From an optimization exercise on the open Yosys and OpenROAD flow, aimed at a short achievable clock period and few clock cycles per item; shortcuts taken in it are not production practice.
The RTL was checked by simulation tests, not by an equivalence proof against the original design.
Power is estimated from default activity; no workload was simulated.

File: config.mk
export PLATFORM = sky130hd
export DESIGN_NAME = cache_ctrl_fsm
export DESIGN_NICKNAME = cache_ctrl_fsm
export VERILOG_FILES = /design/flow/design.v
export SDC_FILE = /design/flow/constraint.sdc
export NUM_CORES = 4
export LEC_CHECK = 0
export ABC_CLOCK_PERIOD_IN_PS = 2500
export CAP_MARGIN = 20
export CORE_MARGIN = 2
export CORE_UTILIZATION = 40
export SETUP_SLACK_MARGIN = 5
export SLEW_MARGIN = 20
File: constraint.sdc
create_clock -name core_clock -period 8.0 [get_ports {clk_i}]
set_input_delay 1.6000 -clock core_clock [delete_from_list [all_inputs] [get_ports {clk_i}]]
set_output_delay 1.6000 -clock core_clock [all_outputs]
set_load 0.01 [all_outputs]
File: design.v
module cache_ctrl_fsm #(
  parameter int ADDR_W   = 32,
  parameter int INDEX_W  = 4,
  parameter int OFFSET_W = 4
) (
  input  logic                clk_i,
  input  logic                rst_i,
  input  logic                cpu_req_i,
  input  logic                cpu_we_i,
  input  logic [ADDR_W-1:0]   cpu_addr_i,
  output logic                cpu_ready_o,
  output logic                cpu_hit_o,
  output logic                busy_o,
  input  logic [1:0]          lru_way_i,
  output logic                lru_update_o,
  output logic [INDEX_W-1:0]  lru_set_o,
  output logic [1:0]          lru_access_way_o,
  output logic                mem_req_o,
  output logic                mem_we_o,
  output logic [ADDR_W-1:0]   mem_addr_o,
  input  logic                mem_ack_i,
  output logic                fill_pulse_o,
  output logic [15:0]         hit_count_o,
  output logic [15:0]         miss_count_o
);
  localparam int TAG_W = ADDR_W - INDEX_W - OFFSET_W;
  localparam int SETS  = 1 << INDEX_W;
  localparam int QW    = 4;             
  localparam int QD    = 1 << QW;       
  logic [TAG_W-1:0]   tag_mem_q [SETS][4];
  logic [3:0]         valid_q   [SETS];
  logic [3:0]         dirty_q   [SETS];
  logic [5:0]         lru_q     [SETS];    
  logic               r_valid_q, r_we_q;
  logic [TAG_W-1:0]   r_tag_q;
  logic [INDEX_W-1:0] r_set_q;
  logic [SETS-1:0]    r_soh_q;            
  logic               b_valid_q, b_we_q;
  logic [TAG_W-1:0]   b_tag_q;
  logic [INDEX_W-1:0] b_set_q;
  logic [3:0]         b_vld_q, b_dty_q;
  logic [3:0]         b_ml_q [SETS];      
  logic [3:0]         b_mh_q [SETS];      
  logic [SETS-1:0]    b_soh_q;
  logic               b_fa_q, b_fa_teq_q;  
  logic [1:0]         b_fa_way_q;
  logic [5:0]         b_lru_q;
  logic               b_seq_q, b_teq_q;   
  logic               u_valid_q, u_hit_q, u_we_q, u_vdirty_q;
  logic [INDEX_W-1:0] u_set_q;
  logic [1:0]         u_way_q;
  logic [TAG_W-1:0]   u_tag_q;
  logic [SETS-1:0]    u_soh_q;             
  logic [3:0]         u_woh_q;             
  logic [TAG_W-1:0]   u_otag_s;            
  logic               cq_hit_q [QD];
  logic [INDEX_W-1:0] cq_set_q [QD];
  logic [1:0]         cq_way_q [QD];
  logic [QW:0]        cq_wr_q, cq_rd_q;
  logic               mq_wb_q   [QD];
  logic [TAG_W-1:0]   mq_vtag_q [QD];
  logic [TAG_W-1:0]   mq_tag_q  [QD];
  logic [INDEX_W-1:0] mq_set_q  [QD];
  logic [QW:0]        mq_wr_q, mq_st_q;
  logic               mem_req_q, mem_we_q;
  logic [ADDR_W-1:0]  mem_addr_q;
  logic [ADDR_W-1:0]  pend_addr_q;
  logic [QW:0]        rd_done_q;
  logic [QW:0]        inflight_q;
  logic               busy_q;
  logic               cpu_ready_q, cpu_hit_q, fill_pulse_q;
  logic [INDEX_W-1:0] out_set_q;
  logic [1:0]         out_way_q;
  logic               unused_s;
  assign unused_s = ^{cpu_addr_i[OFFSET_W-1:0], lru_way_i};
  logic [3:0]         rv_s, rd_s;
  logic [5:0]         rl_s;
  logic               fa_s;
  logic [3:0]         faw_s;
  logic [3:0]         a_vld_s, a_dty_s;
  logic [5:0]         a_lru_s;
  always_comb begin
    for (int w = 0; w < 4; w++) begin
      rv_s[w] = 1'b0;
      rd_s[w] = 1'b0;
      for (int s = 0; s < SETS; s++) begin
        rv_s[w] = rv_s[w] | (r_soh_q[s] & valid_q[s][w]);
        rd_s[w] = rd_s[w] | (r_soh_q[s] & dirty_q[s][w]);
      end
    end
    rl_s = '0;
    for (int s = 0; s < SETS; s++) rl_s = rl_s | ({6{r_soh_q[s]}} & lru_q[s]);
    fa_s = u_valid_q && (u_set_q == r_set_q);
    for (int w = 0; w < 4; w++) begin
      faw_s[w]     = fa_s && (u_way_q == 2'(w));
      a_vld_s[w]   = rv_s[w] | faw_s[w];
      a_dty_s[w]   = faw_s[w] ? ((u_hit_q & rd_s[w]) | u_we_q) : rd_s[w];
    end
    a_lru_s = rl_s;
    if (fa_s) begin
      case (u_way_q)
        2'd0: begin a_lru_s[0] = 1'b0; a_lru_s[1] = 1'b0; a_lru_s[2] = 1'b0; end
        2'd1: begin a_lru_s[0] = 1'b1; a_lru_s[3] = 1'b0; a_lru_s[4] = 1'b0; end
        2'd2: begin a_lru_s[1] = 1'b1; a_lru_s[3] = 1'b1; a_lru_s[5] = 1'b0; end
        default: begin a_lru_s[2] = 1'b1; a_lru_s[4] = 1'b1; a_lru_s[5] = 1'b1; end
      endcase
    end
  end
  logic               fb_s;
  logic [3:0]         am_s, a_match_s;
  logic [3:0]         fbw_s, valid_s, dirty_s, match_s;
  logic [5:0]         lru_s;
  logic               hit_s, full_s, vdirty_s;
  logic [1:0]         hit_way_s, inv_way_s, old_way_s, victim_s, way_s;
  always_comb begin
    for (int w = 0; w < 4; w++) begin
      am_s[w] = 1'b0;
      for (int s = 0; s < SETS; s++) am_s[w] = am_s[w] | (b_soh_q[s] & b_ml_q[s][w] & b_mh_q[s][w]);
      a_match_s[w] = (b_fa_q && (b_fa_way_q == 2'(w))) ? b_fa_teq_q : am_s[w];
    end
    fb_s = u_valid_q && b_seq_q;
    for (int w = 0; w < 4; w++) begin
      fbw_s[w]   = fb_s && (u_way_q == 2'(w));
      valid_s[w] = b_vld_q[w] | fbw_s[w];
      dirty_s[w] = fbw_s[w] ? ((u_hit_q & b_dty_q[w]) | u_we_q) : b_dty_q[w];
      match_s[w] = fbw_s[w] ? b_teq_q : a_match_s[w];
    end
    lru_s = b_lru_q;
    if (fb_s) begin
      case (u_way_q)
        2'd0: begin lru_s[0] = 1'b0; lru_s[1] = 1'b0; lru_s[2] = 1'b0; end
        2'd1: begin lru_s[0] = 1'b1; lru_s[3] = 1'b0; lru_s[4] = 1'b0; end
        2'd2: begin lru_s[1] = 1'b1; lru_s[3] = 1'b1; lru_s[5] = 1'b0; end
        default: begin lru_s[2] = 1'b1; lru_s[4] = 1'b1; lru_s[5] = 1'b1; end
      endcase
    end
    if (lru_s[0] & lru_s[1] & lru_s[2])        old_way_s = 2'd0;
    else if (!lru_s[0] & lru_s[3] & lru_s[4])  old_way_s = 2'd1;
    else if (!lru_s[1] & !lru_s[3] & lru_s[5]) old_way_s = 2'd2;
    else                                       old_way_s = 2'd3;
    hit_s     = |match_s;
    hit_way_s = {match_s[2] | match_s[3], match_s[1] | match_s[3]};
    casez (valid_s)
      4'b???0: inv_way_s = 2'd0;
      4'b??01: inv_way_s = 2'd1;
      4'b?011: inv_way_s = 2'd2;
      default: inv_way_s = 2'd3;
    endcase
    full_s   = &valid_s;
    victim_s = full_s ? old_way_s : inv_way_s;
    vdirty_s = valid_s[victim_s] & dirty_s[victim_s];
    way_s    = hit_s ? hit_way_s : victim_s;
  end
  always_comb begin
    logic [TAG_W-1:0] t;
    u_otag_s = '0;
    for (int w = 0; w < 4; w++) begin
      t = '0;
      for (int s = 0; s < SETS; s++) t = t | ({TAG_W{u_soh_q[s]}} & tag_mem_q[s][w]);
      u_otag_s = u_otag_s | ({TAG_W{u_woh_q[w]}} & t);
    end
  end
  logic               cq_head_hit_s, can_complete_s, accept_s, mem_free_s, read_ack_s;
  logic               cand_req_s, cand_we_s, take_s, cur_wb_s;
  logic [ADDR_W-1:0]  cand_addr_s, take_rd_addr_s;
  assign cq_head_hit_s  = cq_hit_q[cq_rd_q[QW-1:0]];
  assign can_complete_s = (cq_wr_q != cq_rd_q) && (cq_head_hit_s || (rd_done_q != '0));
  assign accept_s       = cpu_req_i && !busy_q;
  assign mem_free_s  = !mem_req_q || mem_ack_i;
  assign read_ack_s  = mem_req_q && !mem_we_q && mem_ack_i;
  assign cur_wb_s    = mem_req_q && mem_we_q;
  always_comb begin
    take_rd_addr_s = {mq_tag_q[mq_st_q[QW-1:0]], mq_set_q[mq_st_q[QW-1:0]], {OFFSET_W{1'b0}}};
    take_s         = 1'b0;
    if (cur_wb_s) begin
      cand_req_s  = 1'b1;
      cand_we_s   = 1'b0;
      cand_addr_s = pend_addr_q;
    end else if (mq_wr_q != mq_st_q) begin
      take_s      = 1'b1;
      cand_req_s  = 1'b1;
      cand_we_s   = mq_wb_q[mq_st_q[QW-1:0]];
      cand_addr_s = cand_we_s ? {mq_vtag_q[mq_st_q[QW-1:0]], mq_set_q[mq_st_q[QW-1:0]], {OFFSET_W{1'b0}}}
                              : take_rd_addr_s;
    end else begin
      cand_req_s  = 1'b0;
      cand_we_s   = 1'b0;
      cand_addr_s = mem_addr_q;
    end
  end
  always_ff @(posedge clk_i) begin
    if (rst_i) begin
      for (int s = 0; s < SETS; s++) valid_q[s] <= 4'd0;
    end else if (u_valid_q) begin
      valid_q[u_set_q][u_way_q] <= 1'b1;
    end
  end
  always_ff @(posedge clk_i) begin
    if (u_valid_q) begin
      dirty_q[u_set_q][u_way_q] <= (u_hit_q & dirty_q[u_set_q][u_way_q]) | u_we_q;
      if (!u_hit_q) tag_mem_q[u_set_q][u_way_q] <= u_tag_q;
      case (u_way_q)
        2'd0: begin lru_q[u_set_q][0] <= 1'b0; lru_q[u_set_q][1] <= 1'b0; lru_q[u_set_q][2] <= 1'b0; end
        2'd1: begin lru_q[u_set_q][0] <= 1'b1; lru_q[u_set_q][3] <= 1'b0; lru_q[u_set_q][4] <= 1'b0; end
        2'd2: begin lru_q[u_set_q][1] <= 1'b1; lru_q[u_set_q][3] <= 1'b1; lru_q[u_set_q][5] <= 1'b0; end
        default: begin lru_q[u_set_q][2] <= 1'b1; lru_q[u_set_q][4] <= 1'b1; lru_q[u_set_q][5] <= 1'b1; end
      endcase
    end
  end
  always_ff @(posedge clk_i) begin
    r_we_q  <= cpu_we_i;
    r_tag_q <= cpu_addr_i[ADDR_W-1 -: TAG_W];
    r_set_q <= cpu_addr_i[OFFSET_W +: INDEX_W];
    for (int s = 0; s < SETS; s++) r_soh_q[s] <= (cpu_addr_i[OFFSET_W +: INDEX_W] == INDEX_W'(s));
    b_we_q    <= r_we_q;
    b_tag_q   <= r_tag_q;
    b_set_q   <= r_set_q;
    for (int s = 0; s < SETS; s++)
      for (int w = 0; w < 4; w++)
      begin
        b_ml_q[s][w] <= valid_q[s][w] & (tag_mem_q[s][w][TAG_W/2-1:0] == r_tag_q[TAG_W/2-1:0]);
        b_mh_q[s][w] <= (tag_mem_q[s][w][TAG_W-1:TAG_W/2] == r_tag_q[TAG_W-1:TAG_W/2]);
      end
    b_soh_q    <= r_soh_q;
    b_fa_q     <= fa_s;
    b_fa_way_q <= u_way_q;
    b_fa_teq_q <= (u_tag_q == r_tag_q);
    b_vld_q   <= a_vld_s;
    b_dty_q   <= a_dty_s;
    b_lru_q   <= a_lru_s;
    b_seq_q   <= (b_set_q == r_set_q);
    b_teq_q   <= (b_tag_q == r_tag_q);
    u_hit_q <= hit_s;
    u_vdirty_q <= vdirty_s;
    u_we_q  <= b_we_q;
    u_set_q <= b_set_q;
    u_way_q <= way_s;
    u_tag_q <= b_tag_q;
    u_soh_q <= b_soh_q;
    for (int w = 0; w < 4; w++) u_woh_q[w] <= (way_s == 2'(w));
    if (b_valid_q) begin
      cq_hit_q[cq_wr_q[QW-1:0]]  <= hit_s;
      cq_set_q[cq_wr_q[QW-1:0]]  <= b_set_q;
      cq_way_q[cq_wr_q[QW-1:0]]  <= way_s;
    end
    if (u_valid_q) begin
      mq_wb_q[mq_wr_q[QW-1:0]]   <= u_vdirty_q;
      mq_vtag_q[mq_wr_q[QW-1:0]] <= u_otag_s;
      mq_tag_q[mq_wr_q[QW-1:0]]  <= u_tag_q;
      mq_set_q[mq_wr_q[QW-1:0]]  <= u_set_q;
    end
    if (take_s && mem_free_s) pend_addr_q <= take_rd_addr_s;
    out_set_q <= cq_set_q[cq_rd_q[QW-1:0]];
    out_way_q <= cq_way_q[cq_rd_q[QW-1:0]];
  end
  always_ff @(posedge clk_i) begin
    if (rst_i) begin
      r_valid_q    <= 1'b0;
      b_valid_q    <= 1'b0;
      u_valid_q    <= 1'b0;
      cq_wr_q      <= '0;
      cq_rd_q      <= '0;
      mq_wr_q      <= '0;
      mq_st_q      <= '0;
      mem_req_q    <= 1'b0;
      mem_we_q     <= 1'b0;
      mem_addr_q   <= '0;
      rd_done_q    <= '0;
      inflight_q   <= '0;
      busy_q       <= 1'b0;
      cpu_ready_q  <= 1'b0;
      cpu_hit_q    <= 1'b0;
      fill_pulse_q <= 1'b0;
    end else begin
      r_valid_q <= accept_s;
      b_valid_q <= r_valid_q;
      u_valid_q <= b_valid_q;
      if (u_valid_q && !u_hit_q) mq_wr_q <= mq_wr_q + 1'b1;
      if (b_valid_q) begin
        cq_wr_q <= cq_wr_q + 1'b1;
      end
      if (mem_free_s) begin
        mem_req_q  <= cand_req_s;
        mem_we_q   <= cand_we_s;
        mem_addr_q <= cand_addr_s;
        if (take_s) mq_st_q <= mq_st_q + 1'b1;
      end
      case ({read_ack_s, can_complete_s && !cq_head_hit_s})
        2'b10:   rd_done_q <= rd_done_q + 1'b1;
        2'b01:   rd_done_q <= rd_done_q - 1'b1;
        default: rd_done_q <= rd_done_q;
      endcase
      if (can_complete_s) cq_rd_q <= cq_rd_q + 1'b1;
      cpu_ready_q  <= can_complete_s;
      cpu_hit_q    <= can_complete_s && cq_head_hit_s;
      fill_pulse_q <= can_complete_s && !cq_head_hit_s;
      case ({accept_s, can_complete_s})
        2'b10:   inflight_q <= inflight_q + 1'b1;
        2'b01:   inflight_q <= inflight_q - 1'b1;
        default: inflight_q <= inflight_q;
      endcase
      busy_q <= (accept_s && !can_complete_s) ? (inflight_q >= (QW+1)'(QD - 1))
              : (accept_s || !can_complete_s) ? (inflight_q >= (QW+1)'(QD))
              : 1'b0;
    end
  end
  assign cpu_ready_o      = cpu_ready_q;
  assign cpu_hit_o        = cpu_hit_q;
  assign busy_o           = busy_q;
  assign lru_update_o     = cpu_ready_q;
  assign lru_set_o        = out_set_q;
  assign lru_access_way_o = out_way_q;
  assign mem_req_o        = mem_req_q;
  assign mem_we_o         = mem_we_q;
  assign mem_addr_o       = mem_addr_q;
  assign fill_pulse_o     = fill_pulse_q;
  logic [15:0] hit_cnt_q, miss_cnt_q;
  always_ff @(posedge clk_i) begin
    if (rst_i) begin
      hit_cnt_q  <= 16'd0;
      miss_cnt_q <= 16'd0;
    end else if (cpu_ready_q) begin
      if (cpu_hit_q) begin
        if (hit_cnt_q != 16'hFFFF) hit_cnt_q <= hit_cnt_q + 16'd1;
      end else begin
        if (miss_cnt_q != 16'hFFFF) miss_cnt_q <= miss_cnt_q + 16'd1;
      end
    end
  end
  assign hit_count_o  = hit_cnt_q;
  assign miss_count_o = miss_cnt_q;
endmodule
File: run.sh
#!/bin/bash
# synth_recipe.tcl (not shown) runs the flow's synth.tcl, then flattens the netlist and writes it again
# the make line also repeats each setting of config.mk as NAME=value (left out here)
make -C /OpenROAD-flow-scripts/flow DESIGN_CONFIG=/design/flow/config.mk WORK_HOME=/design/flow/orfs CLKGATE_MAP_FILE= SYNTH_SCRIPT=/design/flow/synth_recipe.tcl finish
==> implementation parameters, run 1 <==
Parameter                              Value

CTS
  H-tree depth reported by CTS ... 5
  Clock tree from TritonCTS ... done
  CTS max path bufs ... 4
  Clock insertion delay at the later pin of the skew report ... 0.91 ns
  Clock-pin transition on the worst setup and hold timing paths ... 0.06 ns
  Number of buffers created by CTS ... 332
  Clock Root Buffer ... sky130_fd_sc_hd__clkbuf_16
  Clock sinks ... 3152

Place
  Count of buffers inserted at the top-level ports ... 105
  Routability-driven placement congestion ratio ... 0.941
  Final HPWL DP ... 270000 um

Yosys
  Share of synthesized flip-flops with an asynchronous set or reset ... 0%
  Post-synthesis share of cell area spent on full adders, half adders and majority gates ... 0.284%
  Post-Synthesis Cells ... 8580
  Flop and latch count out of synthesis ... 3152
  Area fraction in compound gates after synthesis ... 7.25%
  Syn. warnings ... 3
  Synth unique cells ... 66
  Leading register cell type out of synthesis ... sky130_fd_sc_hd__edfxtp_1
  Share of cell area taken by muxes after synthesis ... 5.50%
  Largest family of logic cells by synthesized area ... XOR/XNOR gates
  Post-synthesis share of cell area spent on and, or, nand and nor gates ... 6.07%
  Proportion of synthesized chip area in sequential cells ... 68.1%
  Post-synthesis xor/xnor area fraction ... 10.9%
  Syn avg cell area ... 15.5 um^2
  Post-Syn Area ... 133000 um^2
  Count of flip-flops with a built-in enable after synthesis ... 2748

Die
  Overall die area ... 337000 um^2
  Effective utilization at floorplan ... 40.2%
  Ports ... 116
  Die H ... 581 um
  Die outline width ... 581 um
  Placement Rows ... 211
  Core Region ... 331000 um^2

Global routing
  Number of antenna violations at the first check in global routing ... 21
  Wire length of the first global-routing pass ... 619000 um
  Largest net degree at the start of global routing ... 133
  Overall Global Routing Usage ... 25.5%
  Number of global-route vias before repair ... 81713
  Overflow after GRT ... 0

Drt
  Final routed DRC violation total ... 0
  DR vias/cell ... 6.17
  Initial detailed-routing violation count ... 11123
  DRT antenna net count ... 0
  Total wire length after detailed routing ... 447000 um
  Mean routed wirelength per cell ... 33.2 um
  DRT Pass-1 Iters ... 7
  Vias ... 83047

Timing
  Max-slew violation count ... 0
  Setup violations, final ... 0
  Worst slew margin relative to its limit ... 19.1%
  Total Neg Setup Slack ... 0 ns
  Pin slew with the least headroom to its limit ... 1.21 ns
  Final critical-path required period ... 3.19 ns
  Post-route worst hold slack ... 0.327 ns
  Final clock skew ... 0.0519 ns
  Share of the clock period used by the worst path ... 39.8%
  RSZ-0062 raised after global routing ... yes
  Count of endpoints failing hold in the final timing report ... 0
  Fmax ... 314 MHz

Job
  Max capacitance violation total ... 0

Critical path
  Largest driver fanout on the critical path ... 4
  Kind of capture point of the worst setup path ... register
  Critical path's largest stage delay ... 0.55 ns
  Flop2flop setup slack ... 4.81 ns
  Critical Path, Cell by Cell ... mux4_2 > mux4_2 > nor3_4 > ha_4 > inv_4 > fa_2 > inv_2 > a21o_1 > a21oi_2 > xnor2_1 > or3_1 > a21oi_2
  Crit path max-delay cell type ... sky130_fd_sc_hd__mux4_2
  Startpoint-to-endpoint class of the critical path ... reg2reg
  Arrival time at the worst endpoint ... 3.99 ns
  Kind of start point of the critical path ... register
  Worst endpoint required time ... 8.80 ns

Power and ir drop
  Worst ir drop on vdd ... 0.177 mV
  Pwr dens ... 241 nW/um^2
  Static leakage ... 46.6 nW

Hold path
  Worst min path class ... reg2reg
  Hold Startpoint ... r_we_q

Finish
  Multi-input logic area ... 41200 um^2
  FF+latch area ... 91000 um^2
  Area growth from synthesis to final layout ... 14.9%
  Most common cell after layout, fill and taps aside ... sky130_fd_sc_hd__edfxtp_1
  Filler Cell Count ... 28447
  Ratio of cells with drive above 1 in the final layout ... 17.5%
  Final-stage net count ... 8867
  Most frequent cells in the layout ... sky130_fd_sc_hd__edfxtp_1, sky130_fd_sc_hd__xnor2_1, sky130_fd_sc_hd__nand4_1

Status
  Status ... timing/DRC/antenna clean
what timing repair did:
item | in CTS | in global routing
cloned | 10 | 3
endpoints found under the setup margin | 2079 | 1079
buffers inserted | 91 | 22
gates resized for setup | 596 | 76
hold buffers | 0 | 0
pin swaps | 47 | 40
logic make-up (layout without fill, tap and decap cells):
family	count (synthesis)	after routing
XOR/XNOR	1651	1651
other	1	18
buffers and inverters	608	1086
flip-flops	3152	3152
adder cells (fa/ha/maj)	29	29
multiplexers	351	351
AO/OA/AOI/OAI	1235	1235
AND/OR/NAND/NOR	1553	1563
path summary, 6_finish.rpt:
check / to / depth (start not counted)
hold / removal: b_we_q / 0
hold reg to reg: b_we_q / 0
setup reg to reg: rd_done_q[4] / 12
setup / recovery: rd_done_q[4] / 12
layout make-up:
class | count | area share (%)
tap | 4366 | 3.57
antenna | 14 | 0.0229
inverter | 30 | 0.0802
timing repair buffer | 449 | 2.95
clock inverter | 149 | 0.811
multi-input combinational | 4833 | 27.0
timing repair inverter | 1 | 0.00328
clock buffer | 457 | 6.04
sequential | 3152 | 59.5
synth_stat cells (20+ instances only):
cell | count | share of area (%)
sky130_fd_sc_hd__and2_1 | 20 | 0.094
sky130_fd_sc_hd__nand4_1 | 378 | 1.8
sky130_fd_sc_hd__buf_1 | 139 | 0.39
sky130_fd_sc_hd__nor4_1 | 78 | 0.37
sky130_fd_sc_hd__edfxtp_1 | 2748 | 62
sky130_fd_sc_hd__mux4_2 | 265 | 4.5
sky130_fd_sc_hd__mux2i_1 | 54 | 0.41
sky130_fd_sc_hd__nand2_1 | 89 | 0.25
sky130_fd_sc_hd__a221oi_1 | 318 | 2.1
sky130_fd_sc_hd__buf_2 | 29 | 0.11
sky130_fd_sc_hd__nand3_1 | 310 | 1.2
sky130_fd_sc_hd__ha_1 | 27 | 0.25
sky130_fd_sc_hd__xor2_1 | 331 | 2.2
sky130_fd_sc_hd__nor3_1 | 171 | 0.64
sky130_fd_sc_hd__clkbuf_1 | 374 | 1.1
sky130_fd_sc_hd__a21oi_1 | 139 | 0.52
sky130_fd_sc_hd__a22o_1 | 314 | 2.1
sky130_fd_sc_hd__nor2_1 | 345 | 0.97
sky130_fd_sc_hd__xnor2_1 | 1320 | 8.7
sky130_fd_sc_hd__o21ai_0 | 87 | 0.33
sky130_fd_sc_hd__or2_2 | 70 | 0.33
sky130_fd_sc_hd__nor2b_1 | 30 | 0.14
sky130_fd_sc_hd__dfxtp_1 | 404 | 6.1
sky130_fd_sc_hd__mux4_1 | 30 | 0.59
sky130_fd_sc_hd__inv_1 | 26 | 0.073
sky130_fd_sc_hd__a211oi_1 | 30 | 0.17
sky130_fd_sc_hd__a22oi_1 | 282 | 1.6
stage by stage:
stage / cells / cell area [um^2] / setup WS [ns] / total power (W) / utilization [%]
floorplan: 8583 / 133000 / 4.29 / 0.0207 / -
global placement: 12697 / 140000 / 3.43 / 0.0218 / 42.2
detailed placement: 12700 / 140000 / 3.28 / 0.0218 / 42.2
CTS: 13407 / 152000 / 4.78 / 0.0369 / 45.9
global route: 13438 / 153000 / 4.72 / 0.0378 / 46.2
finish: 13451 / 153000 / 4.81 / 0.0369 / 46.2
worst max-delay path, delay by kind of cell, from the launching register on:
kind | cells | cell delay (ns)
muxes | 2 | 1.06
and+or+nand+nor | 2 | 0.57
buffers and inverters | 2 | 0.10
adders and majority gates | 2 | 0.56
xor gates and xnor gates | 1 | 0.13
AOI/OAI and AO/OA | 3 | 0.31
DFF | 1 | 0.38
sequential cells by signal, summed over array words and instances, names as in the netlist, 24 cells and up, named ones only:
name	count
r_tag_q	24
dirty_q	64
b_tag_q	24
cq_set_q	64
b_mh_q	64
u_tag_q	24
mq_tag_q	384
b_ml_q	64
mq_vtag_q	384
mem_addr_q	28
tag_mem_q	1536
pend_addr_q	28
mq_set_q	64
valid_q	64
cq_way_q	32
lru_q	96
per-layer routing:
layer,routed length [um],track usage (%),vias up
met1,172000,33.8,43121
met2,209000,41.1,5007
met5,68,0,-
met3,42400,4.43,998
li1,-,-,33911
met4,23100,11.6,10
where the power goes:
part	internal [W]	total, W	leakage [nW]	switching [W]
sequential	0.0182	0.0185	28.1	0.000384
combinational	0.00134	0.00327	13.4	0.00193
clock	0.00860	0.0150	5.13	0.00645
Testbench counts, summed over its fixed seeds: cycles 93,446, accesses 48,000.
==> run 2, diff against run 1 <==
--- a/config.mk
+++ b/config.mk
@@ -7,3 +7,3 @@
 export LEC_CHECK = 0
-export ABC_CLOCK_PERIOD_IN_PS = 2500
+export ABC_CLOCK_PERIOD_IN_PS = 1500
 export CAP_MARGIN = 20
==> run 2 against run 1 <==
Compared with the run above: routed wire length stayed put; sequential power hardly changed; cell count stayed put; clock-buffer cell count stayed put; design area stayed put; worst setup slack stayed put; non-clock buffer count stayed put; area after synthesis stayed put.
==> implementation parameters, run 2 <==
Parameter                              Value

CTS
  Clock insertion delay at the later pin of the skew report ... 0.91 ns (about the same)
  Cts hold-fix bufs ... 0 (unchanged)
  Clock sinks ... 3152 (unchanged)
  Number of buffers created by CTS ... 332 (unchanged)
  Clock-pin transition on the worst setup and hold timing paths ... 0.06 ns (about the same)
  Clock tree from TritonCTS ... done
  CTS max path bufs ... 4 (unchanged)
  Clock Root Buffer ... sky130_fd_sc_hd__clkbuf_16
  H-tree depth reported by CTS ... 5 (unchanged)

Power and ir drop
  Clock power frac ... 40.8% (about the same)
  Static leakage ... 46.6 nW (unchanged)
  Worst ir drop on vdd ... 0.177 mV (unchanged)
  P_int ... 0.0281 W (unchanged)
  Logic gate share of total power ... 8.9% (about the same)
  Net Switching ... 0.00876 W (unchanged)
  Pwr dens ... 241 nW/um^2 (unchanged)
  Part of the power in registers ... 50.3% (about the same)
  Net Sw Frac ... 23.8% (unchanged)

Die
  Die outline width ... 581 um (unchanged)
  Ports ... 116 (unchanged)
  Core Region ... 331000 um^2 (unchanged)
  Placement Rows ... 211 (unchanged)
  Effective utilization at floorplan ... 40.2% (unchanged)
  Overall die area ... 337000 um^2 (unchanged)
  Die H ... 581 um (unchanged)

Critical path
  Buffers & Inverters on Critical Path ... 2 (unchanged)
  Arrival time at the worst endpoint ... 3.99 ns (about the same)
  Largest driver fanout on the critical path ... 4 (unchanged)
  Critical Path, Cell by Cell ... mux4_2 > mux4_2 > nor3_4 > ha_4 > inv_4 > fa_2 > inv_2 > a21o_1 > a21oi_2 > xnor2_1 > or3_1 > a21oi_2
  Startpoint-to-endpoint class of the critical path ... reg2reg
  Reg2Reg Depth ... 12 (unchanged)
  Number of cells on the critical path ... 12 (unchanged)
  Crit path max-delay cell type ... sky130_fd_sc_hd__mux4_2
  Critical path's largest stage delay ... 0.55 ns (about the same)
  Kind of capture point of the worst setup path ... register
  Kind of start point of the critical path ... register
  Worst endpoint required time ... 8.80 ns (about the same)
  Top Family by Delay on Critical Path ... multiplexers

Finish
  Filler Cell Count ... 28447 (unchanged)
  Ratio of cells with drive above 1 in the final layout ... 17.5% (unchanged)
  Area growth from synthesis to final layout ... 14.9% (unchanged)
  Number of flip-flops under the largest register name ... 1536 (unchanged)
  Most flop-heavy register ... tag_mem_q
  Multi-input logic area ... 41200 um^2 (unchanged)
  FF+latch area ... 91000 um^2 (unchanged)
  Most common cell after layout, fill and taps aside ... sky130_fd_sc_hd__edfxtp_1
  Fraction of the core area covered by cells at the end of the flow ... 46.2% (unchanged)
  Final-stage net count ... 8867 (unchanged)
  Most frequent cells in the layout ... sky130_fd_sc_hd__edfxtp_1, sky130_fd_sc_hd__xnor2_1, sky130_fd_sc_hd__nand4_1

Yosys
  Most area-consuming cells after synthesis ... sky130_fd_sc_hd__edfxtp_1, sky130_fd_sc_hd__xnor2_1, sky130_fd_sc_hd__dfxtp_1, sky130_fd_sc_hd__mux4_2, sky130_fd_sc_hd__xor2_1
  Leading register cell type out of synthesis ... sky130_fd_sc_hd__edfxtp_1
  Most frequent cell after synthesis ... sky130_fd_sc_hd__edfxtp_1
  Post-Syn Area ... 133000 um^2 (unchanged)
  Post-Synthesis Cells ... 8580 (unchanged)
  Count of flip-flops with a built-in enable after synthesis ... 2748 (unchanged)
  Area fraction of the dominant cell type after synthesis ... 62.0% (unchanged)
  Syn. warnings ... 3 (unchanged)
  Synth unique cells ... 66 (unchanged)
  Proportion of synthesized chip area in sequential cells ... 68.1% (unchanged)
  Flop and latch count out of synthesis ... 3152 (unchanged)
  Syn avg cell area ... 15.5 um^2 (unchanged)
  Share of synthesized flip-flops with an asynchronous set or reset ... 0% (unchanged)
  Post-synth top cells ... sky130_fd_sc_hd__edfxtp_1, sky130_fd_sc_hd__xnor2_1, sky130_fd_sc_hd__dfxtp_1, sky130_fd_sc_hd__nand4_1, sky130_fd_sc_hd__clkbuf_1
  Area leader, netlist ... sky130_fd_sc_hd__edfxtp_1

Place
  Final HPWL DP ... 270000 um (unchanged)
  Count of buffers inserted at the top-level ports ... 105 (unchanged)
  Routability-driven placement congestion ratio ... 0.941 (unchanged)
  Worst slack, placed ... 3.28 ns (unchanged)

Job
  Max capacitance violation total ... 0 (unchanged)

Timing
  RSZ-0062 raised after global routing ... yes
  Fmax ... 314 MHz (unchanged)
  Worst slew margin relative to its limit ... 19.1% (unchanged)
  Pin slew with the least headroom to its limit ... 1.21 ns (unchanged)
  Final clock skew ... 0.0519 ns (unchanged)
  Max-slew violation count ... 0 (unchanged)
  Final critical-path required period ... 3.19 ns (unchanged)
  Count of endpoints failing hold in the final timing report ... 0 (unchanged)
  Share of the clock period used by the worst path ... 39.8% (unchanged)
  Setup violations, final ... 0 (unchanged)
  Final worst-path setup slack ... 4.81 ns (unchanged)
  Total Neg Setup Slack ... 0 ns (unchanged)

Global routing
  Number of antenna violations at the first check in global routing ... 21 (unchanged)
  Overflow after GRT ... 0 (unchanged)
  Largest net degree at the start of global routing ... 133 (unchanged)
  Overall Global Routing Usage ... 25.5% (unchanged)
  Wire length of the first global-routing pass ... 619000 um (unchanged)
  Number of global-route vias before repair ... 81713 (unchanged)

Drt
  Final routed DRC violation total ... 0 (unchanged)
  Initial detailed-routing violation count ... 11123 (unchanged)
  DRT antenna net count ... 0 (unchanged)
  DRT Pass-1 Iters ... 7 (unchanged)
  DR vias/cell ... 6.17 (unchanged)
  Vias ... 83047 (unchanged)
  Mean routed wirelength per cell ... 33.2 um (unchanged)
  Total wire length after detailed routing ... 447000 um (unchanged)

Status
  Status ... timing/DRC/antenna clean

Hold path
  Worst hold path cell count ... 0 (unchanged)
  Worst min path class ... reg2reg
==> run 2: repair_timing <==
item,4_1_cts,5_1_grt
endpoints found under the setup margin,2079,1079
pin swaps,47,40
setup buffers,91,22
gates resized for setup,596,76
gates cloned,10,3
==> run 2: logic make-up after synthesis <==
| family | count (synthesis) | synth area share, % |
|---|---|---|
| muxes | 351 | 5.50 |
| adders and majority gates | 29 | 0.284 |
| AOI/OAI and AO/OA | 1235 | 7.25 |
| other | 1 | 0.00282 |
| and+or+nand+nor | 1553 | 6.07 |
| xor gates and xnor gates | 1651 | 10.9 |
| buffers and inverters | 608 | 1.92 |
| DFF | 3152 | 68.1 |
==> run 2: metal layers <==
layer	track usage, %	routed length (um)
met1	33.8	172000
met2	41.1	209000
met3	4.43	42400
met4	11.6	23100
met5	0	68
==> run 2: stage by stage <==
step | cell area [um^2] | std cells | total power (W) | hold slack, ns
after global placement | 140000 | 12697 | 0.0218 | 0.326
final | 153000 | 13451 | 0.0369 | 0.327
after global routing | 153000 | 13438 | 0.0378 | 0.339
after CTS | 152000 | 13407 | 0.0369 | 0.332
after floorplan | 133000 | 8583 | 0.0207 | 0.310
after detailed placement | 140000 | 12700 | 0.0218 | 0.319
==> run 2: power by group through the flow <==
stage,registers (W),clock network [W],logic [W]
floorplan,0.0187,0,0.00200
global placement,0.0189,0,0.00285
detailed placement,0.0189,0,0.00290
CTS,0.0186,0.0152,0.00314
global route,0.0186,0.0158,0.00345
finish,0.0185,0.0150,0.00327
==> run 2: final timing paths <==
path / start / end / slack (ns)
hold reg to reg: r_we_q / b_we_q / 0.33
setup / recovery: register / rd_done_q[4] / 4.81
setup reg to reg: register / rd_done_q[4] / 4.81
hold / removal: r_we_q / b_we_q / 0.33
==> run 2: layout make-up <==
class                           count  share of cell area, %
Inverter                           30                 0.0802
Timing Repair Buffer              449                   2.95
Clock inverter                    149                  0.811
Sequential cell                  3152                   59.5
Multi-Input combinational cell   4833                   27.0
Clock buffer                      457                   6.04
Timing Repair inverter              1                0.00328
Tap cell                         4366                   3.57
Antenna cell                       14                 0.0229
==> run 3, diff against run 2 <==
--- a/design.v
+++ b/design.v
@@ -52,5 +52,6 @@
   logic [TAG_W-1:0]   u_tag_q;
-  logic [SETS-1:0]    u_soh_q;             
+  logic [TAG_W-1:0]   u_t4_q [4];          
   logic [3:0]         u_woh_q;             
   logic [TAG_W-1:0]   u_otag_s;            
+  logic [TAG_W-1:0]   d_t4_s [4];
   logic               cq_hit_q [QD];
@@ -58,3 +59,5 @@
   logic [1:0]         cq_way_q [QD];
-  logic [QW:0]        cq_wr_q, cq_rd_q;
+  logic [QW:0]        cq_wr_q;
+  logic [QD-1:0]      cq_v_q;              
+  logic [QD-1:0]      cq_rdoh_q;           
   logic               mq_wb_q   [QD];
@@ -67,4 +70,4 @@
   logic [ADDR_W-1:0]  pend_addr_q;
-  logic [QW:0]        rd_done_q;
-  logic [QW:0]        inflight_q;
+  logic [QD-1:0]      rd_done_q;           
+  logic [QD-1:0]      inflight_q;          
   logic               busy_q;
@@ -154,8 +157,8 @@
   always_comb begin
-    logic [TAG_W-1:0] t;
     u_otag_s = '0;
     for (int w = 0; w < 4; w++) begin
-      t = '0;
-      for (int s = 0; s < SETS; s++) t = t | ({TAG_W{u_soh_q[s]}} & tag_mem_q[s][w]);
-      u_otag_s = u_otag_s | ({TAG_W{u_woh_q[w]}} & t);
+      d_t4_s[w] = '0;
+      for (int s = 0; s < SETS; s++) d_t4_s[w] = d_t4_s[w] | ({TAG_W{b_soh_q[s]}} & tag_mem_q[s][w]);
+      if (fbw_s[w]) d_t4_s[w] = u_tag_q;
+      u_otag_s = u_otag_s | ({TAG_W{u_woh_q[w]}} & u_t4_q[w]);
     end
@@ -165,4 +168,18 @@
   logic [ADDR_W-1:0]  cand_addr_s, take_rd_addr_s;
-  assign cq_head_hit_s  = cq_hit_q[cq_rd_q[QW-1:0]];
-  assign can_complete_s = (cq_wr_q != cq_rd_q) && (cq_head_hit_s || (rd_done_q != '0));
+  logic               cq_head_v_s;
+  logic [INDEX_W-1:0] cq_head_set_s;
+  logic [1:0]         cq_head_way_s;
+  always_comb begin
+    cq_head_hit_s = 1'b0;
+    cq_head_v_s   = 1'b0;
+    cq_head_set_s = '0;
+    cq_head_way_s = '0;
+    for (int i = 0; i < QD; i++) begin
+      cq_head_hit_s = cq_head_hit_s | (cq_rdoh_q[i] & cq_hit_q[i]);
+      cq_head_v_s   = cq_head_v_s   | (cq_rdoh_q[i] & cq_v_q[i]);
+      cq_head_set_s = cq_head_set_s | ({INDEX_W{cq_rdoh_q[i]}} & cq_set_q[i]);
+      cq_head_way_s = cq_head_way_s | ({2{cq_rdoh_q[i]}} & cq_way_q[i]);
+    end
+  end
+  assign can_complete_s = cq_head_v_s && (cq_head_hit_s || rd_done_q[0]);
   assign accept_s       = cpu_req_i && !busy_q;
@@ -238,3 +255,3 @@
     u_tag_q <= b_tag_q;
-    u_soh_q <= b_soh_q;
+    for (int w = 0; w < 4; w++) u_t4_q[w] <= d_t4_s[w];
     for (int w = 0; w < 4; w++) u_woh_q[w] <= (way_s == 2'(w));
@@ -252,4 +269,4 @@
     if (take_s && mem_free_s) pend_addr_q <= take_rd_addr_s;
-    out_set_q <= cq_set_q[cq_rd_q[QW-1:0]];
-    out_way_q <= cq_way_q[cq_rd_q[QW-1:0]];
+    out_set_q <= cq_head_set_s;
+    out_way_q <= cq_head_way_s;
   end
@@ -261,3 +278,4 @@
       cq_wr_q      <= '0;
-      cq_rd_q      <= '0;
+      cq_v_q       <= '0;
+      cq_rdoh_q    <= QD'(1);
       mq_wr_q      <= '0;
@@ -288,7 +306,10 @@
       case ({read_ack_s, can_complete_s && !cq_head_hit_s})
-        2'b10:   rd_done_q <= rd_done_q + 1'b1;
-        2'b01:   rd_done_q <= rd_done_q - 1'b1;
+        2'b10:   rd_done_q <= {rd_done_q[QD-2:0], 1'b1};
+        2'b01:   rd_done_q <= {1'b0, rd_done_q[QD-1:1]};
         default: rd_done_q <= rd_done_q;
       endcase
-      if (can_complete_s) cq_rd_q <= cq_rd_q + 1'b1;
+      for (int i = 0; i < QD; i++)
+        cq_v_q[i] <= (b_valid_q && (cq_wr_q[QW-1:0] == QW'(i)))
+                   | (cq_v_q[i] && !(can_complete_s && cq_rdoh_q[i]));
+      if (can_complete_s) cq_rdoh_q <= {cq_rdoh_q[QD-2:0], cq_rdoh_q[QD-1]};
       cpu_ready_q  <= can_complete_s;
@@ -297,8 +318,8 @@
       case ({accept_s, can_complete_s})
-        2'b10:   inflight_q <= inflight_q + 1'b1;
-        2'b01:   inflight_q <= inflight_q - 1'b1;
+        2'b10:   inflight_q <= {inflight_q[QD-2:0], 1'b1};
+        2'b01:   inflight_q <= {1'b0, inflight_q[QD-1:1]};
         default: inflight_q <= inflight_q;
       endcase
-      busy_q <= (accept_s && !can_complete_s) ? (inflight_q >= (QW+1)'(QD - 1))
-              : (accept_s || !can_complete_s) ? (inflight_q >= (QW+1)'(QD))
+      busy_q <= (accept_s && !can_complete_s) ? inflight_q[QD-2]
+              : (accept_s || !can_complete_s) ? inflight_q[QD-1]
               : 1'b0;
--- a/config.mk
+++ b/config.mk
@@ -7,3 +7,3 @@
 export LEC_CHECK = 0
-export ABC_CLOCK_PERIOD_IN_PS = 1500
+export ABC_CLOCK_PERIOD_IN_PS = 2500
 export CAP_MARGIN = 20
==> run 3 against run 2 <==
Compared with the run above: still clean; combinational power is about 10% higher; area after synthesis rose by 2.6%; die area grew 2.6%; cell count is 4.8% higher; worst setup slack improved by 0.076 ns; clock-buffer cell count grew 42; synthesized cell count rose by 5.8%; fmax increased by 2.4%; sequential power up 5%; register-to-register slack better by 0.08 ns.
==> implementation parameters, run 3 <==
Parameter                              Value

Global routing
  GR Layer Usage met3 ... 4.70% (+0.27 points)
  Wire length of the first global-routing pass ... 666000 um (+7.5%)
  Overall Global Routing Usage ... 26.9% (+1.4 points)
  Largest net degree at the start of global routing ... 96 (-28%)
  Highest-utilization routing layer at the global route stage ... met2
  Met1 demand-to-capacity share in global routing ... 36.0% (+2.3 points)
  Number of antenna violations at the first check in global routing ... 22 (+4.8%)
  Number of global-route vias before repair ... 84786 (+3.8%)
  Overflow after GRT ... 0 (unchanged)
  Met2 Track Usage GR ... 42.5% (+1.4 points)

Timing
  Setup violations, final ... 0 (unchanged)
  Final worst-path setup slack ... 4.89 ns (+0.0757 ns)
  Max-slew violation count ... 0 (unchanged)
  RSZ-0062 raised after global routing ... yes
  Pin slew with the least headroom to its limit ... 1.24 ns (+0.0248 ns)
  Count of endpoints failing hold in the final timing report ... 0 (unchanged)
  Worst slew margin relative to its limit ... 17.3% (-1.8 points)
  Share of the clock period used by the worst path ... 38.9% (-0.95 points)
  Fmax ... 321 MHz (+2.4%)
  Final critical-path required period ... 3.11 ns (-0.0757 ns)
  Final clock skew ... 0.0539 ns (+0.00200 ns)
  Total Neg Setup Slack ... 0 ns (unchanged)

Power and ir drop
  Static leakage ... 48.2 nW (+3.4%)
  Pwr Total ... 0.0393 W (+6.5%)
  Pwr dens ... 251 nW/um^2 (+4.0%)
  Worst ir drop on vdd ... 0.186 mV (+4.9%)

Drt
  Mean routed wirelength per cell ... 34.1 um (+2.6%)
  Vias ... 87292 (+5.1%)
  Final routed DRC violation total ... 0 (unchanged)
  DRT Pass-1 Iters ... 6 (-1)
  Initial detailed-routing violation count ... 12635 (+14%)
  Total wire length after detailed routing ... 480000 um (+7.5%)
  DRT antenna net count ... 0 (unchanged)
  DR vias/cell ... 6.19 (+0.32%)

CTS
  H-tree depth reported by CTS ... 5 (unchanged)
  Clock tree from TritonCTS ... done
  CTS max path bufs ... 4 (unchanged)
  Cts hold-fix bufs ... 0 (unchanged)
  Number of buffers created by CTS ... 353 (+6.3%)
  Clock-pin transition on the worst setup and hold timing paths ... 0.06 ns (about the same)
  Clock insertion delay at the later pin of the skew report ... 0.96 ns (+0.05 ns)
  Clock Root Buffer ... sky130_fd_sc_hd__clkbuf_16
  Clock sinks ... 3276 (+3.9%)

Finish
  Most frequent cells in the layout ... sky130_fd_sc_hd__edfxtp_1, sky130_fd_sc_hd__xnor2_1, sky130_fd_sc_hd__a22oi_1
  Ratio of cells with drive above 1 in the final layout ... 16.2% (-1.3 points)
  Final-stage net count ... 9310 (+5.0%)
  Most common cell after layout, fill and taps aside ... sky130_fd_sc_hd__edfxtp_1
  Area growth from synthesis to final layout ... 14.6%
  Most flop-heavy register ... tag_mem_q
  Number of flip-flops under the largest register name ... 1536 (unchanged)
  Fraction of the core area covered by cells at the end of the flow ... 46.0% (-0.16 points)
  Filler Cell Count ... 29348 (+3.2%)

Yosys
  Leading register cell type out of synthesis ... sky130_fd_sc_hd__edfxtp_1
  Most frequent cell after synthesis ... sky130_fd_sc_hd__edfxtp_1
  Post-synth top cells ... sky130_fd_sc_hd__edfxtp_1, sky130_fd_sc_hd__xnor2_1, sky130_fd_sc_hd__nor2_1, sky130_fd_sc_hd__dfxtp_1, sky130_fd_sc_hd__a22oi_1
  Area leader, netlist ... sky130_fd_sc_hd__edfxtp_1
  Post-Syn Area ... 137000 um^2 (+2.6%)
  Post-Synthesis Cells ... 9081 (+5.8%)
  Flop and latch count out of synthesis ... 3276 (+3.9%)
  Area fraction of the dominant cell type after synthesis ... 60.5% (-1.6 points)
  Synth unique cells ... 67 (+1.5%)
  Syn avg cell area ... 15.0 um^2 (-3.1%)
  Share of synthesized flip-flops with an asynchronous set or reset ... 0% (unchanged)
  Count of flip-flops with a built-in enable after synthesis ... 2748 (unchanged)
  Syn. warnings ... 5 (+2)
  Proportion of synthesized chip area in sequential cells ... 68.2% (+0.092 points)
  Most area-consuming cells after synthesis ... sky130_fd_sc_hd__edfxtp_1, sky130_fd_sc_hd__xnor2_1, sky130_fd_sc_hd__dfxtp_1, sky130_fd_sc_hd__mux4_2, sky130_fd_sc_hd__a22oi_1

Die
  Die H ... 588 um (+1.3%)
  Overall die area ... 346000 um^2 (+2.6%)
  Die outline width ... 588 um (+1.3%)
  Placement Rows ... 214 (+1.4%)
  Ports ... 116 (unchanged)
  Core Region ... 340000 um^2 (+2.7%)
  Effective utilization at floorplan ... 40.2% (-0.045 points)

Critical path
  Arrival time at the worst endpoint ... 3.94 ns (-0.05 ns)
  Kind of capture point of the worst setup path ... register
  Startpoint-to-endpoint class of the critical path ... reg2reg
  Kind of start point of the critical path ... register
  Largest driver fanout on the critical path ... 27 (+23)
  Worst endpoint required time ... 8.83 ns (+0.03 ns)

Hold path
  Worst min path class ... reg2reg

Place
  Count of buffers inserted at the top-level ports ... 105 (unchanged)
  Final HPWL DP ... 298000 um (+10%)
  Routability-driven placement congestion ratio ... 0.943 (+0.28%)
  Worst slack, placed ... 3.19 ns (-0.0933 ns)

Status
  Status ... timing/DRC/antenna clean

Job
  Max capacitance violation total ... 0 (unchanged)
run 3: cell count changes after synthesis, sizes merged, moves of 41 or more:
cell,before,now
a221oi,337,257
a22o,314,252
a22oi,282,491
and3,18,80
dfxtp,404,528
nand2,89,134
nand3,310,269
nor2,345,530
nor3,172,219
o21ai,89,36
run 3: report_power, final:
group	internal, W	total, W	switching [W]	leakage, nW
combinational	0.00153	0.00361	0.00208	13.3
sequential	0.0189	0.0194	0.000494	29.3
clock	0.00938	0.0163	0.00691	5.63
run 3: cells by family after synthesis:
family                     share of synthesized area (%)
xor gates and xnor gates                            10.5
and+or+nand+nor                                     6.68
adders and majority gates                          0.174
AOI/OAI and AO/OA                                   7.35
buffers and inverters                               1.98
other                                            0.00275
DFF                                                 68.2
muxes                                               5.14
run 3: what timing repair did:
action,CTS,global route
buffers inserted,56,23
setup endpoints to repair,2287,528
resized for setup,548,36
gates cloned,9,0
pin swaps,12,2
run 3: critical path: stages, from the launching register on:
cell and delay [ns]:
sky130_fd_sc_hd__dfxtp_4 0.64, sky130_fd_sc_hd__buf_8 0.36, sky130_fd_sc_hd__buf_6 0.39, sky130_fd_sc_hd__buf_4 0.52, sky130_fd_sc_hd__a22o_1 0.35, sky130_fd_sc_hd__a221oi_1 0.09
sky130_fd_sc_hd__and3_1 0.24, sky130_fd_sc_hd__a41oi_1 0.31
run 3: final timing paths:
check | from | endpoint | slack [ns] | cells after the start
max | b_soh_q[2] | u_t4_q[0][16] | 4.89 | 7
max reg2reg | b_soh_q[2] | u_t4_q[0][16] | 4.89 | 7
min | r_we_q | b_we_q | 0.33 | 0
min reg2reg | r_we_q | b_we_q | 0.33 | 0
run 3: final cells by class:
class	instances	area, um^2	area share (%)
Clock inverter	153	1340	0.855
Multi-Input combinational cell	5132	41300	26.4
Timing Repair inverter	1	5.00	0.00320
Inverter	53	226	0.145
Sequential cell	3276	93500	59.8
Antenna cell	8	20.0	0.0128
Tap cell	4536	5680	3.63
Clock buffer	499	10100	6.49
Timing Repair Buffer	435	4150	2.65
run 3: metal layers:
| metal | vias up | share of wire [%] |
|---|---|---|
| met3 | 1127 | 10 |
| li1 | 35379 | - |
| met5 | - | 0.064 |
| met1 | 45103 | 38 |
| met2 | 5677 | 46 |
| met4 | 6 | 5.6 |
run 3: stage by stage:
step | hold WS, ns | area, um^2 | cells
after global placement | 0.323 | 143000 | 13342
after detailed placement | 0.323 | 143000 | 13343
after global routing | 0.341 | 156000 | 14088
after CTS | 0.339 | 156000 | 14060
after floorplan | 0.310 | 137000 | 9084
final | 0.331 | 156000 | 14093
Testbench counts of run 3, summed over its fixed seeds: cycles 93,446, accesses 48,000.
==> run 4, diff against run 3 <==
--- a/config.mk
+++ b/config.mk
@@ -7,6 +7,5 @@
 export LEC_CHECK = 0
-export ABC_CLOCK_PERIOD_IN_PS = 2500
 export CAP_MARGIN = 20
 export CORE_MARGIN = 2
-export CORE_UTILIZATION = 40
+export CORE_UTILIZATION = 50
 export SETUP_SLACK_MARGIN = 5
==> run 4 against run 3 <==
Compared with the run above: still clean; non-clock buffer count grew 12; cell count shrank 6.8%; worst hold slack lost 0.0073 ns; clock skew grew 0.0042 ns; power is essentially flat; via count grew 0.94%; worst setup slack gained 0.017 ns; first-iteration DRC count grew 12%; area after synthesis is the same; clock power is essentially flat; routed wire length grew 1.6%; critical path type unchanged; critical endpoint unchanged; largest cell class unchanged; largest power group unchanged.
==> implementation parameters, run 4 <==
Parameter                              Value

Finish
  Final-stage net count ... 9315 (+0.054%)
  Most frequent cells in the layout ... sky130_fd_sc_hd__edfxtp_1, sky130_fd_sc_hd__xnor2_1, sky130_fd_sc_hd__a22oi_1
  Most common cell after layout, fill and taps aside ... sky130_fd_sc_hd__edfxtp_1
  Filler Cell Count ... 21194 (-28%)
  Ratio of cells with drive above 1 in the final layout ... 16.4% (+0.13 points)
  Number of flip-flops under the largest register name ... 1536 (unchanged)
  FF+latch area ... 93500 um^2 (about the same)
  Most flop-heavy register ... tag_mem_q
  Multi-input logic area ... 41400 um^2 (+0.25%)
  Area growth from synthesis to final layout ... 13.8%

Power and ir drop
  Worst ir drop on vdd ... 0.189 mV (+1.6%)
  Pwr dens ... 253 nW/um^2 (+0.76%)
  Static leakage ... 48.3 nW (+0.11%)

Critical path
  Crit path from ... b_soh_q[8]
  Critical path's largest stage delay ... 0.69 ns (+0.05 ns)
  Buffers & Inverters on Critical Path ... 3 (unchanged)
  Crit path max-delay cell type ... sky130_fd_sc_hd__dfxtp_4
  Destination of the critical timing path ... u_t4_q[0][16]
  Critical Path, Cell by Cell ... buf_4 > buf_4 > buf_4 > a22o_1 > a221oi_1 > and3_1 > a41oi_1
  Worst endpoint required time ... 8.78 ns (-0.05 ns)
  Kind of start point of the critical path ... register
  Kind of capture point of the worst setup path ... register
  Number of cells on the critical path ... 7 (unchanged)
  Largest driver fanout on the critical path ... 30 (+11%)
  Worst r2r dst ... u_t4_q[0][16]
  Top Family by Delay on Critical Path ... buffers and inverters
  Reg2Reg Depth ... 7 (unchanged)
  Flop2flop setup slack ... 4.91 ns (+0.02 ns)
  Worst r2r src ... b_soh_q[8]
  Arrival time at the worst endpoint ... 3.87 ns (-0.07 ns)
  Startpoint-to-endpoint class of the critical path ... reg2reg
  Most used cell along the critical path ... sky130_fd_sc_hd__buf_4

Drt
  DRT Pass-1 Iters ... 6 (unchanged)
  Vias ... 88112 (+0.94%)
  DR vias/cell ... 6.71 (+8.3%)
  Initial detailed-routing violation count ... 14181 (+12%)
  Total wire length after detailed routing ... 488000 um (+1.6%)
  Final routed DRC violation total ... 0 (unchanged)
  DRT antenna net count ... 0 (unchanged)
  Mean routed wirelength per cell ... 37.2 um (+9.0%)

Timing
  Pin slew with the least headroom to its limit ... 1.20 ns (-0.0402 ns)
  Max-slew violation count ... 0 (unchanged)
  RSZ-0062 raised after global routing ... yes
  Final clock skew ... 0.0581 ns (+0.00418 ns)
  Count of endpoints failing hold in the final timing report ... 0 (unchanged)
  Worst slew margin relative to its limit ... 20.0% (+2.7 points)
  Setup violations, final ... 0 (unchanged)
  Share of the clock period used by the worst path ... 38.7% (-0.21 points)
  Total Neg Setup Slack ... 0 ns (unchanged)
  Final worst-path setup slack ... 4.91 ns (+0.0167 ns)
  Fmax ... 323 MHz (+0.54%)
  Final critical-path required period ... 3.09 ns (-0.0167 ns)

Global routing
  Number of antenna violations at the first check in global routing ... 28 (+27%)
  Largest net degree at the start of global routing ... 86 (-10%)
  Overall Global Routing Usage ... 34.3% (+7.4 points)
  Wire length of the first global-routing pass ... 669000 um (+0.49%)
  Number of global-route vias before repair ... 84277 (-0.60%)
  Overflow after GRT ... 0 (unchanged)

Place
  Worst slack, placed ... 3.26 ns (+0.0751 ns)
  Routability-driven placement congestion ratio ... 0.957 (+1.5%)
  Final HPWL DP ... 303000 um (+1.5%)
  Count of buffers inserted at the top-level ports ... 105 (unchanged)

Yosys
  Flop and latch count out of synthesis ... 3276 (unchanged)
  Area fraction of the dominant cell type after synthesis ... 60.5% (unchanged)
  Post-Syn Area ... 137000 um^2 (unchanged)
  Most frequent cell after synthesis ... sky130_fd_sc_hd__edfxtp_1
  Syn. warnings ... 5 (unchanged)
  Count of flip-flops with a built-in enable after synthesis ... 2748 (unchanged)
  Post-synth top cells ... sky130_fd_sc_hd__edfxtp_1, sky130_fd_sc_hd__xnor2_1, sky130_fd_sc_hd__nor2_1, sky130_fd_sc_hd__dfxtp_1, sky130_fd_sc_hd__a22oi_1
  Syn avg cell area ... 15.0 um^2 (unchanged)
  Proportion of synthesized chip area in sequential cells ... 68.2% (unchanged)
  Synth unique cells ... 67 (unchanged)
  Most area-consuming cells after synthesis ... sky130_fd_sc_hd__edfxtp_1, sky130_fd_sc_hd__xnor2_1, sky130_fd_sc_hd__dfxtp_1, sky130_fd_sc_hd__mux4_2, sky130_fd_sc_hd__a22oi_1
  Share of synthesized flip-flops with an asynchronous set or reset ... 0% (unchanged)
  Leading register cell type out of synthesis ... sky130_fd_sc_hd__edfxtp_1
  Post-Synthesis Cells ... 9081 (unchanged)
  Area leader, netlist ... sky130_fd_sc_hd__edfxtp_1

CTS
  Cts hold-fix bufs ... 0 (unchanged)
  CTS max path bufs ... 4 (unchanged)
  H-tree depth reported by CTS ... 5 (unchanged)
  Number of buffers created by CTS ... 347 (-1.7%)
  Clock Root Buffer ... sky130_fd_sc_hd__clkbuf_16
  Clock tree from TritonCTS ... done
  Clock insertion delay at the later pin of the skew report ... 0.95 ns (about the same)
  Clock sinks ... 3276 (unchanged)
  Clock-pin transition on the worst setup and hold timing paths ... 0.07 ns (about the same)

Die
  Die outline width ... 527 um (-10%)
  Die H ... 527 um (-10%)
  Placement Rows ... 191 (-11%)
  Core Region ... 271000 um^2 (-20%)
  Ports ... 116 (unchanged)
  Overall die area ... 277000 um^2 (-20%)
  Effective utilization at floorplan ... 50.3% (+10 points)

Status
  Status ... timing/DRC/antenna clean

Hold path
  Worst min path class ... reg2reg

Job
  Max capacitance violation total ... 0 (unchanged)
==> run 4: timing repair <==
action,4_1_cts,5_1_grt
setup endpoints to repair,1928,1527
resized for setup,555,43
buffers inserted,58,12
cloned,6,0
pin swaps,12,4
==> run 4: layout make-up <==
type                       instances  area share (%)
tap                             3570            2.88
sequential                      3276            60.2
clock buffer                     484            6.35
timing repair buffer             447            2.70
multi-input combinational       5132            26.7
antenna                            8          0.0129
inverter                          53           0.146
clock inverter                   164            1.02
==> run 4: metal layers <==
metal  routed length (um)  part of all wire [%]  vias to the layer above  GRT usage (%)
li1                     -                     -                    35365              -
met1               187000                    38                    45262           48.1
met2               215000                    44                     6367           51.5
met3                59200                    12                     1102           7.35
met4                26400                   5.4                       16           15.7
met5                   85                 0.017                        -              0
==> run 4: cells by family (layout without fill, tap and decap cells) <==
| kind of cell | after synthesis | count (layout) | share of synthesized area [%] |
|---|---|---|---|
| and+or+nand+nor | 1814 | 1819 | 6.68 |
| muxes | 344 | 344 | 5.14 |
| buffers and inverters | 681 | 1148 | 1.98 |
| adders and majority gates | 19 | 19 | 0.174 |
| xor gates and xnor gates | 1633 | 1633 | 10.5 |
| AOI/OAI and AO/OA | 1313 | 1313 | 7.35 |
| other | 1 | 12 | 0.00275 |
| DFF | 3276 | 3276 | 68.2 |
==> run 4: how the worst min path moves through the flow <==
stage,slack [ns],start,end,depth (start not counted)
floorplan,0.31,r_we_q,b_we_q,0
global placement,0.32,r_we_q,b_we_q,0
detailed placement,0.32,b_we_q,u_we_q,0
CTS,0.33,b_we_q,u_we_q,0
global route,0.34,b_we_q,u_we_q,0
finish,0.32,b_we_q,u_we_q,0
==> run 4: worst register-to-register path, stage by stage (launching register included) <==
cell and delay (ns):
sky130_fd_sc_hd__dfxtp_4 0.69, sky130_fd_sc_hd__buf_4 0.31, sky130_fd_sc_hd__buf_4 0.37, sky130_fd_sc_hd__buf_4 0.55, sky130_fd_sc_hd__a22o_1 0.30, sky130_fd_sc_hd__a221oi_1 0.06
sky130_fd_sc_hd__and3_1 0.21, sky130_fd_sc_hd__a41oi_1 0.44
==> run 4: power breakdown <==
part           switching (W)  total [W]  internal [W]
sequential          0.000512     0.0194        0.0189
clock                0.00689     0.0163       0.00937
combinational        0.00212    0.00363       0.00151
==> run 4: per-stage QoR <==
step / util [%] / std cells / cell area [um^2] / power (W) / hold slack [ns]
3_5_place_dp: 52.4 / 12400 / 142000 / 0.0231 / 0.322
3_3_place_gp: 52.4 / 12399 / 142000 / 0.0231 / 0.323
5_1_grt: 57.3 / 13132 / 155000 / 0.0402 / 0.335
6_report: 57.3 / 13134 / 155000 / 0.0393 / 0.324
4_1_cts: 57.1 / 13112 / 155000 / 0.0393 / 0.332
2_1_floorplan: - / 9084 / 137000 / 0.0217 / 0.310
==> run 5, diff against run 4 <==
--- a/design.v
+++ b/design.v
@@ -67,2 +67,3 @@
   logic [QW:0]        mq_wr_q, mq_st_q;
+  logic [QD-1:0]      mq_weoh_q;           
   logic               mem_req_q, mem_we_q;
@@ -201,2 +202,8 @@
                               : take_rd_addr_s;
+    end else if (u_valid_q && !u_hit_q) begin
+      take_s         = 1'b1;
+      cand_req_s     = 1'b1;
+      cand_we_s      = u_vdirty_q;
+      take_rd_addr_s = {u_tag_q, u_set_q, {OFFSET_W{1'b0}}};
+      cand_addr_s    = u_vdirty_q ? {u_otag_s, u_set_q, {OFFSET_W{1'b0}}} : take_rd_addr_s;
     end else begin
@@ -262,7 +269,9 @@
     end
-    if (u_valid_q) begin
-      mq_wb_q[mq_wr_q[QW-1:0]]   <= u_vdirty_q;
-      mq_vtag_q[mq_wr_q[QW-1:0]] <= u_otag_s;
-      mq_tag_q[mq_wr_q[QW-1:0]]  <= u_tag_q;
-      mq_set_q[mq_wr_q[QW-1:0]]  <= u_set_q;
+    for (int i = 0; i < QD; i++) begin
+      if (mq_weoh_q[i]) begin
+        mq_wb_q[i]   <= u_vdirty_q;
+        mq_vtag_q[i] <= u_otag_s;
+        mq_tag_q[i]  <= u_tag_q;
+        mq_set_q[i]  <= u_set_q;
+      end
     end
@@ -281,2 +290,3 @@
       mq_wr_q      <= '0;
+      mq_weoh_q    <= '0;
       mq_st_q      <= '0;
@@ -296,2 +306,4 @@
       if (u_valid_q && !u_hit_q) mq_wr_q <= mq_wr_q + 1'b1;
+      for (int i = 0; i < QD; i++)
+        mq_weoh_q[i] <= b_valid_q && ((mq_wr_q[QW-1:0] + QW'(u_valid_q && !u_hit_q)) == QW'(i));
       if (b_valid_q) begin
--- a/config.mk
+++ b/config.mk
@@ -7,5 +7,6 @@
 export LEC_CHECK = 0
+export ABC_CLOCK_PERIOD_IN_PS = 2500
 export CAP_MARGIN = 20
 export CORE_MARGIN = 2
-export CORE_UTILIZATION = 50
+export CORE_UTILIZATION = 40
 export SETUP_SLACK_MARGIN = 5
==> run 5 against run 4 <==
Compared with the run above: core utilization shrank 11 points; clock-buffer cell count is 22 lower; area after synthesis up 0.75%; sequential cell count is 12 higher; fmax shrank 1.3%; sequential share of layout area decreased by 0.83 points; die area grew 26%; routed wire length rose by 7.9%; worst hold slack worse by 0.0028 ns; worst setup slack lost 0.041 ns; cell count increased by 13%; critical endpoint is now b_ml_q[2][0]; highest routed layer unchanged.
==> implementation parameters, run 5 <==
Parameter                              Value

Critical path
  Worst r2r dst ... b_ml_q[2][0]
  Flop2flop setup slack ... 4.86 ns (-0.04 ns)
  Kind of start point of the critical path ... register
  Kind of capture point of the worst setup path ... register
  Reg2Reg Depth ... 5 (-2)
  Startpoint-to-endpoint class of the critical path ... reg2reg
  Worst endpoint required time ... 8.72 ns (-0.06 ns)

Global routing
  Number of global-route vias before repair ... 90838 (+7.8%)
  Largest net degree at the start of global routing ... 90 (+4.7%)
  Wire length of the first global-routing pass ... 722000 um (+8.0%)

Yosys
  Count of flip-flops with a built-in enable after synthesis ... 2748 (unchanged)
  Syn avg cell area ... 13.9 um^2 (-7.2%)
  Leading register cell type out of synthesis ... sky130_fd_sc_hd__edfxtp_1
  Most frequent cell after synthesis ... sky130_fd_sc_hd__edfxtp_1
  Synth unique cells ... 89 (+33%)
  Proportion of synthesized chip area in sequential cells ... 67.9% (-0.34 points)
  Post-Synthesis Cells ... 9862 (+8.6%)

Drt
  Final routed DRC violation total ... 0 (unchanged)
  Mean routed wirelength per cell ... 35.5 um (-4.6%)
  DR vias/cell ... 6.41 (-4.5%)

Finish
  Non-filler cells in the finished layout ... 14851 (+13%)
  Number of flip-flops under the largest register name ... 1536 (unchanged)
  Final-stage net count ... 10043 (+7.8%)
  Most common cell after layout, fill and taps aside ... sky130_fd_sc_hd__edfxtp_1
  Ratio of cells with drive above 1 in the final layout ... 13.8% (-2.6 points)

CTS
  Clock tree from TritonCTS ... done
  Clock Root Buffer ... sky130_fd_sc_hd__clkbuf_16
  Clock sinks ... 3288 (+0.37%)
  Cts hold-fix bufs ... 0 (unchanged)
  CTS max path bufs ... 4 (unchanged)

Die
  Effective utilization at floorplan ... 40.1% (-10 points)
  Placement Rows ... 215 (+13%)
  Ports ... 116 (unchanged)
  Core Region ... 343000 um^2 (+26%)

Hold path
  Worst min path class ... reg2reg

Timing
  Worst slew margin relative to its limit ... 14.4% (-5.6 points)
  Count of endpoints failing hold in the final timing report ... 0 (unchanged)
  Share of the clock period used by the worst path ... 39.2% (+0.52 points)
  Max-slew violation count ... 0 (unchanged)
  Final clock skew ... 0.0874 ns (+0.0293 ns)
  Setup violations, final ... 0 (unchanged)
  Total Neg Setup Slack ... 0 ns (unchanged)
  Final critical-path required period ... 3.14 ns (+0.0413 ns)

Status
  Status ... timing/DRC/antenna clean

Power and ir drop
  Static leakage ... 49.2 nW (+2.0%)
  Worst ir drop on vdd ... 0.196 mV (+3.7%)
  Pwr Total ... 0.0402 W (+2.3%)
  Pwr dens ... 254 nW/um^2 (+0.48%)

Job
  Max capacitance violation total ... 0 (unchanged)
==> run 5: changes by cell type after synthesis, moves of 44 or more <==
cell	before	now
sky130_fd_sc_hd__buf_2	54	108
sky130_fd_sc_hd__nand3_1	269	325
sky130_fd_sc_hd__a22oi_1	491	629
sky130_fd_sc_hd__o21ai_0	35	176
sky130_fd_sc_hd__mux4_2	283	21
sky130_fd_sc_hd__or2_2	73	11
sky130_fd_sc_hd__a222oi_1	1	61
sky130_fd_sc_hd__a221oi_1	256	316
sky130_fd_sc_hd__nor2_1	530	616
sky130_fd_sc_hd__mux2_2	0	44
sky130_fd_sc_hd__nand2_1	134	232
sky130_fd_sc_hd__a21oi_1	163	214
==> run 5: logic make-up after synthesis <==
group | Yosys count | synth area share, %
mux | 136 | 1.22
buf+inv | 804 | 2.38
compound gates | 1943 | 10.7
fa+ha+maj | 21 | 0.191
xor+xnor | 1629 | 10.4
simple gates | 2040 | 7.30
flops | 3288 | 67.9
other cells | 1 | 0.00273
==> run 5: worst max-delay path by stage <==
stage | cells past startpoint | to | slack (ns)
after global routing | 1 | hit_count_o[11] | 4.88
after floorplan | 6 | tag_mem_q[22][0] | 4.81
after detailed placement | 11 | mem_addr_q[20] | 3.11
after global placement | 11 | mem_addr_q[20] | 3.17
after CTS | 1 | lru_update_o | 4.87
final | 5 | b_ml_q[2][0] | 4.86
==> run 5: layout make-up <==
type | count | area [um^2]
diodes | 17 | 42.5
clock buffers | 462 | 9560
clock inverters | 180 | 1850
fillers | 29901 | 185000
inverters | 67 | 285
multi-input cells | 5776 | 41900
flip-flops and latches | 3288 | 93900
well taps | 4557 | 5700
repair buffers | 502 | 4910
repair inverters | 2 | 16.3
==> run 5: routing by layer <==
layer / share of wire (%) / track usage (%) / up-vias
met3: 12 / 7.12 / 1422
met4: 6.5 / 15.9 / 22
li1: - / - / 38224
met2: 44 / 44.6 / 7330
met5: 0.027 / 0 / -
met1: 37 / 38.3 / 48138
==> run 5: per-stage QoR <==
step	utilization (%)	worst slack (ns)	hold slack (ns)	area, um^2
global route	46.1	4.88	0.314	158000
detailed placement	42.1	3.11	0.313	144000
finish	46.1	4.86	0.321	158000
CTS	46.0	4.87	0.299	158000
floorplan	-	4.81	0.310	138000
global placement	42.1	3.17	0.317	144000
==> run 5: timing repair <==
action                                   CTS  global route
setup buffers                             89            19
gates cloned                               8             2
gates resized for setup                  648            90
endpoints found under the setup margin  1442           513
pin swaps                                 15            10
==> run 5: worst max-delay path: cells and delay by family, from the launching register on <==
kind          cells  cell delay, ns
xor+xnor          1            0.13
simple gates      3            1.63
flops             1            0.64
buf+inv           1            0.45
==> run 5: report_power, final <==
group,switching (W),internal [W]
logic,0.00288,0.00143
registers,0.000552,0.0190
clock network,0.00701,0.00932
total,0.0104,0.0297
Testbench counts of run 5, summed over its fixed seeds: cycles 93,308, accesses 48,000.

static timing again, ports no longer ideal:
No port has a modelled driver above. Below, the same layouts with a new extraction and two added sets of constraints. Step 1 sets driving cells, clkbuf_16 on the clock port and buf_2 on the other inputs (assumed; they add their load-dependent delay and slew). Step 2, shift: input delay + t, output delay - t, t = (earliest + latest rising clock arrival at the registers) / 2. This alone moves slack from input paths to output paths. a / b / c = ideal / step 1 / step 2; a / b = the first two.
run | t (ns) | slack for setup (ns)
run 1 | 0.986 | 4.813 / 4.813 / 4.207
run 2 | 0.986 | 4.813 / 4.813 / 4.207
run 3 | 1.036 | 4.889 / 4.864 / 4.134
run 4 | 1.023 | 4.906 / 4.858 / 4.337
run 5 | 1.050 | 4.864 / 4.802 / 4.085
After both steps every run listed still meets setup and hold.
